This is an optimization exercise on Yosys and OpenROAD, whose aim is small area, not a production implementation.
At most, simulation tests tie the RTL to the original design; equivalence was not proved.
Power figures rest on the tool's default switching activity, not on a simulated workload.

## nipcb_top
module nipcb_top #(
	parameter int unsigned ADDR_BASE = 0
) (
	input logic HCLK,
	input logic HRESETn,
	input logic HSEL,
	input logic [7:0] HADDR,
	input logic [1:0] HTRANS,
	input logic [2:0] HSIZE,
	input logic HWRITE,
	input logic [31:0] HWDATA,
	input logic HREADY,
	output logic [31:0] HRDATA,
	output logic HREADYOUT,
	output logic HRESP,
	output logic [19:0] stim_out
);
Settings: LEC_CHECK=0, CAP_MARGIN=0, CORE_MARGIN=2, CORE_UTILIZATION=50, SLEW_MARGIN=0; clock period 6.0 ns.
standard.sh (not shown) runs the stock make flow with config.mk's settings and CLKGATE_MAP_FILE= SYNTH_SCRIPT=/design/flow/synth_recipe.tcl, a recipe that flattens the netlist after the stock synthesis.
==> flow/flow/run.sh <==
#!/bin/bash
# Standard ORFS layout with three changes to how the layout is made:
#  - synthesis maps the combinational logic with an area-oriented ABC script (flow/area.abc,
#    a timed deep resynthesis pass, then two rounds of rewriting and area mapping);
#    the registers, their names and cell types are those of the standard synthesis,
#  - ports are buffered with the smallest buffer,
#  - clock tree built from clkbuf_8 buffers, each driving a cluster of up to 16 registers,
#    and no dummy loads.
set -euo pipefail
work=$(pwd)
abc_script=$work/flow/area.abc

# The standard flow's synthesis script, with ABC pointed at the area script
{
	printf 'proc abc {args} {\n'
	printf '  set i [lsearch -exact $args -script]\n'
	printf '  if {$i >= 0} { lset args [expr {$i + 1}] %s }\n' "$abc_script"
	printf '  yosys abc {*}$args\n'
	printf '}\n'
	cat synth_recipe.tcl
} > area_synth.tcl

export BUFFER_PORTS_ARGS="-buffer_cell sky130_fd_sc_hd__buf_1"
export CTS_ARGS="-sink_clustering_enable -repair_clock_nets -dont_use_dummy_load -buf_list sky130_fd_sc_hd__clkbuf_8 -sink_clustering_size 16 -sink_clustering_max_diameter 100"

bash standard.sh SYNTH_SCRIPT="$work/area_synth.tcl" finish > "$work/flow.log" 2>&1
==> flow/flow/area.abc <==
strash
&get -n
&deepsyn -T 60
&put
balance -l; resub -K 6 -l; rewrite -l; resub -K 6 -N 2 -l; refactor -l; resub -K 8 -l; balance -l; resub -K 8 -N 2 -l; rewrite -l; resub -K 10 -l; rewrite -z -l; resub -K 10 -N 2 -l; balance -l; resub -K 12 -l; refactor -z -l; resub -K 12 -N 2 -l; rewrite -z -l; balance -l
&get -n
&st
&dch
&nf -R 1000
&put
strash
balance -l; resub -K 6 -l; rewrite -l; resub -K 6 -N 2 -l; refactor -l; resub -K 8 -l; balance -l; resub -K 8 -N 2 -l; rewrite -l; resub -K 10 -l; rewrite -z -l; resub -K 10 -N 2 -l; balance -l; resub -K 12 -l; refactor -z -l; resub -K 12 -N 2 -l; rewrite -z -l; balance -l
&get -n
&st
&dch
&nf -R 1000
&put
topo
==> next run, changes <==
--- a/flow/config.mk
+++ b/flow/config.mk
@@ -6,6 +6,6 @@
 export NUM_CORES = 4
 export LEC_CHECK = 0
-export CAP_MARGIN = 0
+export CAP_MARGIN = 5
 export CORE_MARGIN = 2
 export CORE_UTILIZATION = 50
-export SLEW_MARGIN = 0
+export SLEW_MARGIN = 5
Result: Total power stays the same. Die area is unchanged. Final cell count is unchanged. Cell area does not change. Synthesized cell count does not change. Worst setup slack stays the same. Clock skew stays the same. Via count is unchanged. Core utilization does not change. Routed wire length does not change.

========
nipcb_top, a different RTL version from the one above (not shown whole).
Size in the first run: roughly 100 I/O pins, about 0.015 mm^2 of cells after synthesis.
Settings: LEC_CHECK=0, CAP_MARGIN=5, CORE_MARGIN=2, CORE_UTILIZATION=65, SLEW_MARGIN=5; clock period 6.0 ns.
==> flow/flow/run.sh <==
#!/bin/bash
# Standard ORFS layout with three changes to how the layout is made:
#  - synthesis maps the combinational logic with an area-oriented ABC script (flow/area.abc,
#    a timed deep resynthesis pass, then two rounds of rewriting and area mapping);
#    the registers, their names and cell types are those of the standard synthesis,
#  - ports are buffered with the smallest buffer,
#  - clock tree built from clkbuf_8 buffers, each driving a cluster of up to 16 registers,
#    and no dummy loads.
set -euo pipefail
work=$(pwd)
abc_script=$work/flow/area.abc

# The standard flow's synthesis script, with ABC pointed at the area script
{
	printf 'proc abc {args} {\n'
	printf '  set i [lsearch -exact $args -script]\n'
	printf '  if {$i >= 0} { lset args [expr {$i + 1}] %s }\n' "$abc_script"
	printf '  yosys abc {*}$args\n'
	printf '}\n'
	cat synth_recipe.tcl
} > area_synth.tcl

export BUFFER_PORTS_ARGS="-buffer_cell sky130_fd_sc_hd__buf_1"
export CTS_ARGS="-sink_clustering_enable -repair_clock_nets -dont_use_dummy_load -buf_list sky130_fd_sc_hd__clkbuf_8 -sink_clustering_size 20 -sink_clustering_max_diameter 40"

bash standard.sh SYNTH_SCRIPT="$work/area_synth.tcl" finish > "$work/flow.log" 2>&1
Scripts as last shown in full above: flow/flow/area.abc
Next try:
--- a/flow/flow/run.sh
+++ b/flow/flow/run.sh
@@ -4 +4 @@
-#    a timed deep resynthesis pass, then two rounds of rewriting and area mapping);
+#    two rounds of rewriting and area mapping);
@@ -24 +24 @@
-export CTS_ARGS="-sink_clustering_enable -repair_clock_nets -dont_use_dummy_load -buf_list sky130_fd_sc_hd__clkbuf_8 -sink_clustering_size 20 -sink_clustering_max_diameter 40"
+export CTS_ARGS="-sink_clustering_enable -repair_clock_nets -dont_use_dummy_load -buf_list sky130_fd_sc_hd__clkbuf_8 -sink_clustering_size 16 -sink_clustering_max_diameter 50"
--- a/flow/flow/area.abc
+++ b/flow/flow/area.abc
@@ -2,3 +1,0 @@
-&get -n
-&deepsyn -T 60
-&put
Non-clock buffer count stays the same.
Power is lower by 8.9%.
Combinational power fell by about 20%.
Final area goes up by about 1.7%.
Clock skew is higher by 0.010 ns.
Die area is higher by about 1.6%.
Fmax falls by 1.7%.
Worst hold slack is better by 0.0074 ns.
Via count went up by 2.6%.
Register-to-register slack gets worse by 0.097 ns.
Cell count goes up by 4.3%.
Next try:
--- a/flow/flow/run.sh
+++ b/flow/flow/run.sh
@@ -4 +4 @@
-#    two rounds of rewriting and area mapping);
+#    a timed deep resynthesis pass, then two rounds of rewriting and area mapping);
@@ -24 +24 @@
-export CTS_ARGS="-sink_clustering_enable -repair_clock_nets -dont_use_dummy_load -buf_list sky130_fd_sc_hd__clkbuf_8 -sink_clustering_size 16 -sink_clustering_max_diameter 50"
+export CTS_ARGS="-sink_clustering_enable -repair_clock_nets -dont_use_dummy_load -buf_list sky130_fd_sc_hd__clkbuf_8 -sink_clustering_size 18 -sink_clustering_max_diameter 100"
--- a/flow/flow/area.abc
+++ b/flow/flow/area.abc
@@ -1,0 +2,3 @@
+&get -n
+&deepsyn -T 60
+&put
After rerunning: The new run completed without violations; clock-buffer cell count falls by 10; via count falls by 2.7%; area after synthesis falls by 1.6%; global-route usage rises by 0.51 points; fmax rises by 1.9%; design area falls by 3.0%; critical path depth falls by 5; sequential power rises by 5.2%; power rises by 5.1%; clock skew falls by 0.020 ns; hold slack gets worse by 0.011 ns.
Next try:
--- a/flow/flow/run.sh
+++ b/flow/flow/run.sh
@@ -24 +24 @@
-export CTS_ARGS="-sink_clustering_enable -repair_clock_nets -dont_use_dummy_load -buf_list sky130_fd_sc_hd__clkbuf_8 -sink_clustering_size 18 -sink_clustering_max_diameter 100"
+export CTS_ARGS="-sink_clustering_enable -repair_clock_nets -dont_use_dummy_load -buf_list sky130_fd_sc_hd__clkbuf_8 -sink_clustering_size 16 -sink_clustering_max_diameter 50"
What happened:
- The new run went through all stages and came out clean
- global-route usage rose by 0.13 points
- combinational power is about the same
- cell area rises by 0.75%
- worst setup slack gains 0.056 ns
- final cell count grows by 0.64%
- clock skew increases by 0.0032 ns

========
Setup of job 101:
Another version of the RTL of nipcb_top (not shown whole).
Size: ~100 I/O pins, ~17,000 sq um of cells after synthesis.
make LEC_CHECK=0 CAP_MARGIN=20 CORE_MARGIN=2 CORE_UTILIZATION=40 CTS_BUF_LIST=sky130_fd_sc_hd__clkbuf_8 CTS_CLUSTER_SIZE=20 SLEW_MARGIN=20 finish   # period 6.0 ns
run.sh (not shown) runs the stock make flow with config.mk's settings and CLKGATE_MAP_FILE= SYNTH_SCRIPT=/design/flow/synth_recipe.tcl, a recipe that flattens the netlist after the stock synthesis.
Stock flow here: none of the scripts above is used.
Job 101 completed; timing, DRC and antenna clean
The inputs of job 102 differ from those of job 101 as listed below.
diff --git a/flow/config.mk b/flow/config.mk
--- a/flow/config.mk
+++ b/flow/config.mk
@@ -9,5 +9,5 @@
 export CORE_MARGIN = 2
 export CORE_UTILIZATION = 40
-export CTS_BUF_LIST = sky130_fd_sc_hd__clkbuf_8
-export CTS_CLUSTER_SIZE = 20
+export CTS_BUF_LIST = sky130_fd_sc_hd__clkbuf_4
+export CTS_CLUSTER_SIZE = 12
 export SLEW_MARGIN = 20
Results
Job 102 has completed all stages; timing, DRC and antenna checks passed. In summary, job 101 completed successfully, with a layout that passed the timing, DRC and antenna checks. Diff job 102..job 101 | clock network power share | negligible. Against job 101, worst hold slack in job 102 came out worse. Job 102 and job 101 ended up with nearly the same part of the total power dissipated in sequential elements. Between job 102 and job 101, the count of buffers from port buffering figures differ only marginally. Clock tree buffer count of the final layout in job 102 is 110% higher than in job 101. In terms of post-route standard cell area excluding fillers, job 102 and job 101 differ only marginally. Reported for job 102 and job 101, synthesized cell count turned out identical to the last digit. Diff job 101 -> job 102: final-report setup violation count now sits at about the same level, net switching component of the power now sits higher.
No run of this note included a check of the RTL's function; only the layout flow was run.

========
## run A
Another version of the RTL of nipcb_top (not shown whole).
Size in the first run: ~1200 cells after synthesis, about 410 flip-flops, about 100 I/O pins, about 16000 um2 of cells after synthesis.
export LEC_CHECK = 0
export CAP_MARGIN = 5
export CORE_MARGIN = 2
export CORE_UTILIZATION = 65
export SLEW_MARGIN = 5
create_clock -name core_clock -period 6.0 [get_ports {HCLK}]
standard.sh (not shown) runs the stock make flow with config.mk's settings and CLKGATE_MAP_FILE= SYNTH_SCRIPT=/design/flow/synth_recipe.tcl, a recipe that flattens the netlist after the stock synthesis.
==> flow/flow/run.sh <==
#!/bin/bash
# Standard ORFS layout with three changes to how the layout is made:
#  - synthesis maps the combinational logic with an area-oriented ABC script (flow/area.abc);
#    the registers, their names and cell types are those of the standard synthesis,
#  - ports are buffered with the smallest buffer,
#  - clock tree built with mid-size buffers and no dummy loads.
set -euo pipefail
work=$(pwd)
abc_script=$work/flow/area.abc

# The standard flow's synthesis script, with ABC pointed at the area script
{
	printf 'proc abc {args} {\n'
	printf '  set i [lsearch -exact $args -script]\n'
	printf '  if {$i >= 0} { lset args [expr {$i + 1}] %s }\n' "$abc_script"
	printf '  yosys abc {*}$args\n'
	printf '}\n'
	cat synth_recipe.tcl
} > area_synth.tcl

export BUFFER_PORTS_ARGS="-buffer_cell sky130_fd_sc_hd__buf_1"
export CTS_ARGS="-sink_clustering_enable -repair_clock_nets -dont_use_dummy_load -buf_list sky130_fd_sc_hd__clkbuf_8 -sink_clustering_size 16 -sink_clustering_max_diameter 50"

bash standard.sh SYNTH_SCRIPT="$work/area_synth.tcl" finish > "$work/flow.log" 2>&1
==> flow/flow/area.abc <==
strash
balance -l; resub -K 6 -l; rewrite -l; resub -K 6 -N 2 -l; refactor -l; resub -K 8 -l; balance -l; resub -K 8 -N 2 -l; rewrite -l; resub -K 10 -l; rewrite -z -l; resub -K 10 -N 2 -l; balance -l; resub -K 12 -l; refactor -z -l; resub -K 12 -N 2 -l; rewrite -z -l; balance -l
&get -n
&st
&dch
&nf -R 1000
&put
strash
balance -l; resub -K 6 -l; rewrite -l; resub -K 6 -N 2 -l; refactor -l; resub -K 8 -l; balance -l; resub -K 8 -N 2 -l; rewrite -l; resub -K 10 -l; rewrite -z -l; resub -K 10 -N 2 -l; balance -l; resub -K 12 -l; refactor -z -l; resub -K 12 -N 2 -l; rewrite -z -l; balance -l
&get -n
&st
&dch
&nf -R 1000
&put
topo
Modified inputs, run B compared to run A
Settings: a change of SLEW_MARGIN from 5 to 20; a change of CAP_MARGIN from 5 to 20.
Findings:
No stage failed in run B, and the final checks on the layout all came back clean. Run A ran to completion and came out clean on the timing, DRC and antenna checks. Non-clock buffer count essentially unchanged between run B and run A. Run B reports a higher worst-case hold slack than run A does. | multi-input gate share of total cell area | run A vs run B | ≈ equal |.
The following lists how run C was set up differently from run B:
Settings: SLEW_MARGIN: 20 -> 5; CAP_MARGIN: 20 -> 5.
-- flow/flow/run.sh --
<<< run B, line 2
# Standard ORFS layout with three changes to how the layout is made:
#  - synthesis maps the combinational logic with an area-oriented ABC script (flow/area.abc);
#    the registers, their names and cell types are those of the standard synthesis,
>>> run C, line 2
# Standard ORFS layout with three changes to how the layout is made:
#  - synthesis maps the combinational logic with an area-oriented ABC script (flow/area.abc,
#    a timed deep resynthesis pass, then two rounds of rewriting and area mapping);
#    the registers, their names and cell types are those of the standard synthesis,
-- flow/flow/area.abc --
<<< run B, line 1
strash
balance -l; resub -K 6 -l; rewrite -l; resub -K 6 -N 2 -l; refactor -l; resub -K 8 -l; balance -l; resub -K 8 -N 2 -l; rewrite -l; resub -K 10 -l; rewrite -z -l; resub -K 10 -N 2 -l; balance -l; resub -K 12 -l; refactor -z -l; resub -K 12 -N 2 -l; rewrite -z -l; balance -l
>>> run C, line 1
strash
&get -n
&deepsyn -T 60
&put
balance -l; resub -K 6 -l; rewrite -l; resub -K 6 -N 2 -l; refactor -l; resub -K 8 -l; balance -l; resub -K 8 -N 2 -l; rewrite -l; resub -K 10 -l; rewrite -z -l; resub -K 10 -N 2 -l; balance -l; resub -K 12 -l; refactor -z -l; resub -K 12 -N 2 -l; rewrite -z -l; balance -l
Notes after the runs:
Of the two values seen for origin of the worst setup path, cnt[17]$_DFF_P_ was produced by run B and cnt[25]$_DFF_P_ by run C. Between run B and run C, the difference in global-route total usage across every layer is negligible. pulses[30]$_DFFE_PP_ as the critical path capture point was reported by run B, and pulses[31]$_DFFE_PP_ by run C. Clock buffer count in run C is 1 lower than in run B. Delta (run C minus run B): combinational power moved down, layout-stage area growth over the synthesis result moved down, pin count of the biggest net entering global routing moved up, power moved down.
Input-level comparison between run D and run C:
Settings: SLEW_MARGIN: 5 -> 20; CAP_MARGIN: 5 -> 20; CORE_UTILIZATION: 65 -> 40.
-- flow/flow/run.sh --
<<< run C, line 2
# Standard ORFS layout with three changes to how the layout is made:
#  - synthesis maps the combinational logic with an area-oriented ABC script (flow/area.abc,
#    a timed deep resynthesis pass, then two rounds of rewriting and area mapping);
#    the registers, their names and cell types are those of the standard synthesis,
>>> run D, line 2
# Standard ORFS layout with three changes to how the layout is made:
#  - synthesis maps the combinational logic with an area-oriented ABC script (flow/area.abc);
#    the registers, their names and cell types are those of the standard synthesis,
-- flow/flow/area.abc --
<<< run C, line 1
strash
&get -n
&deepsyn -T 60
&put
balance -l; resub -K 6 -l; rewrite -l; resub -K 6 -N 2 -l; refactor -l; resub -K 8 -l; balance -l; resub -K 8 -N 2 -l; rewrite -l; resub -K 10 -l; rewrite -z -l; resub -K 10 -N 2 -l; balance -l; resub -K 12 -l; refactor -z -l; resub -K 12 -N 2 -l; rewrite -z -l; balance -l
>>> run D, line 1
strash
balance -l; resub -K 6 -l; rewrite -l; resub -K 6 -N 2 -l; refactor -l; resub -K 8 -l; balance -l; resub -K 8 -N 2 -l; rewrite -l; resub -K 10 -l; rewrite -z -l; resub -K 10 -N 2 -l; balance -l; resub -K 12 -l; refactor -z -l; resub -K 12 -N 2 -l; rewrite -z -l; balance -l
Findings:
Measured against run C, the area of the core of run D comes out at 1.7 times the reference value.
Vertical die dimension on run D is up relative to run C.
Compared to run C, the routing of run D uses more wire.
From run C to run D the numbers moved as follows: met3 usage decreased 0.59 points, wire length of the first global-routing pass increased about 6.5%.
| fmax | lower: run D |

-- re-timing with driven ports --
The results above use ideal ports. As a check the final layouts listed here were re-extracted and re-timed, cells and wires unchanged.
Step 1, drivers: a clkbuf_16 drives HCLK and a buf_2 each remaining input, both assumed.
Step 2 moves the port delays by t, midway between the first and last clock arrival at a register: inputs arrive t later, outputs are due t later. That takes back most of the time a late clock gives input paths.
Slacks: ideal ports / drivers / drivers and shift; pairs: ideal ports / drivers.
| run | t (ns) | slack for setup (ns) | worst setup path after step 2 |
|---|---|---|---|
| the first run of note 1 | 0.637 | 0.635 / 0.635 / 0.635 | register to register |
| the second run of note 1 | 0.637 | 0.635 / 0.635 / 0.635 | register to register |
| the first run of note 2 | 0.591 | 0.425 / 0.425 / 0.425 | register to register |
| the second run of note 2 | 0.588 | 0.328 / 0.328 / 0.328 | register to register |
| the third run of note 2 | 0.641 | 0.436 / 0.436 / 0.436 | register to register |
| the fourth run of note 2 | 0.567 | 0.492 / 0.492 / 0.492 | register to register |
| job 101 | 0.633 | 0.981 / 0.929 / 1.562 | register to output |
| job 102 | 0.778 | 0.854 / 0.806 / 1.584 | register to output |
| run A | 0.583 | 0.286 / 0.286 / 0.286 | register to register |
| run B | 0.585 | 0.348 / 0.348 / 0.348 | register to register |
| run C | 0.584 | 0.507 / 0.507 / 0.507 | register to register |
| run D | 0.587 | 0.392 / 0.392 / 0.392 | register to register |
After both steps setup and hold are still met in every run listed.
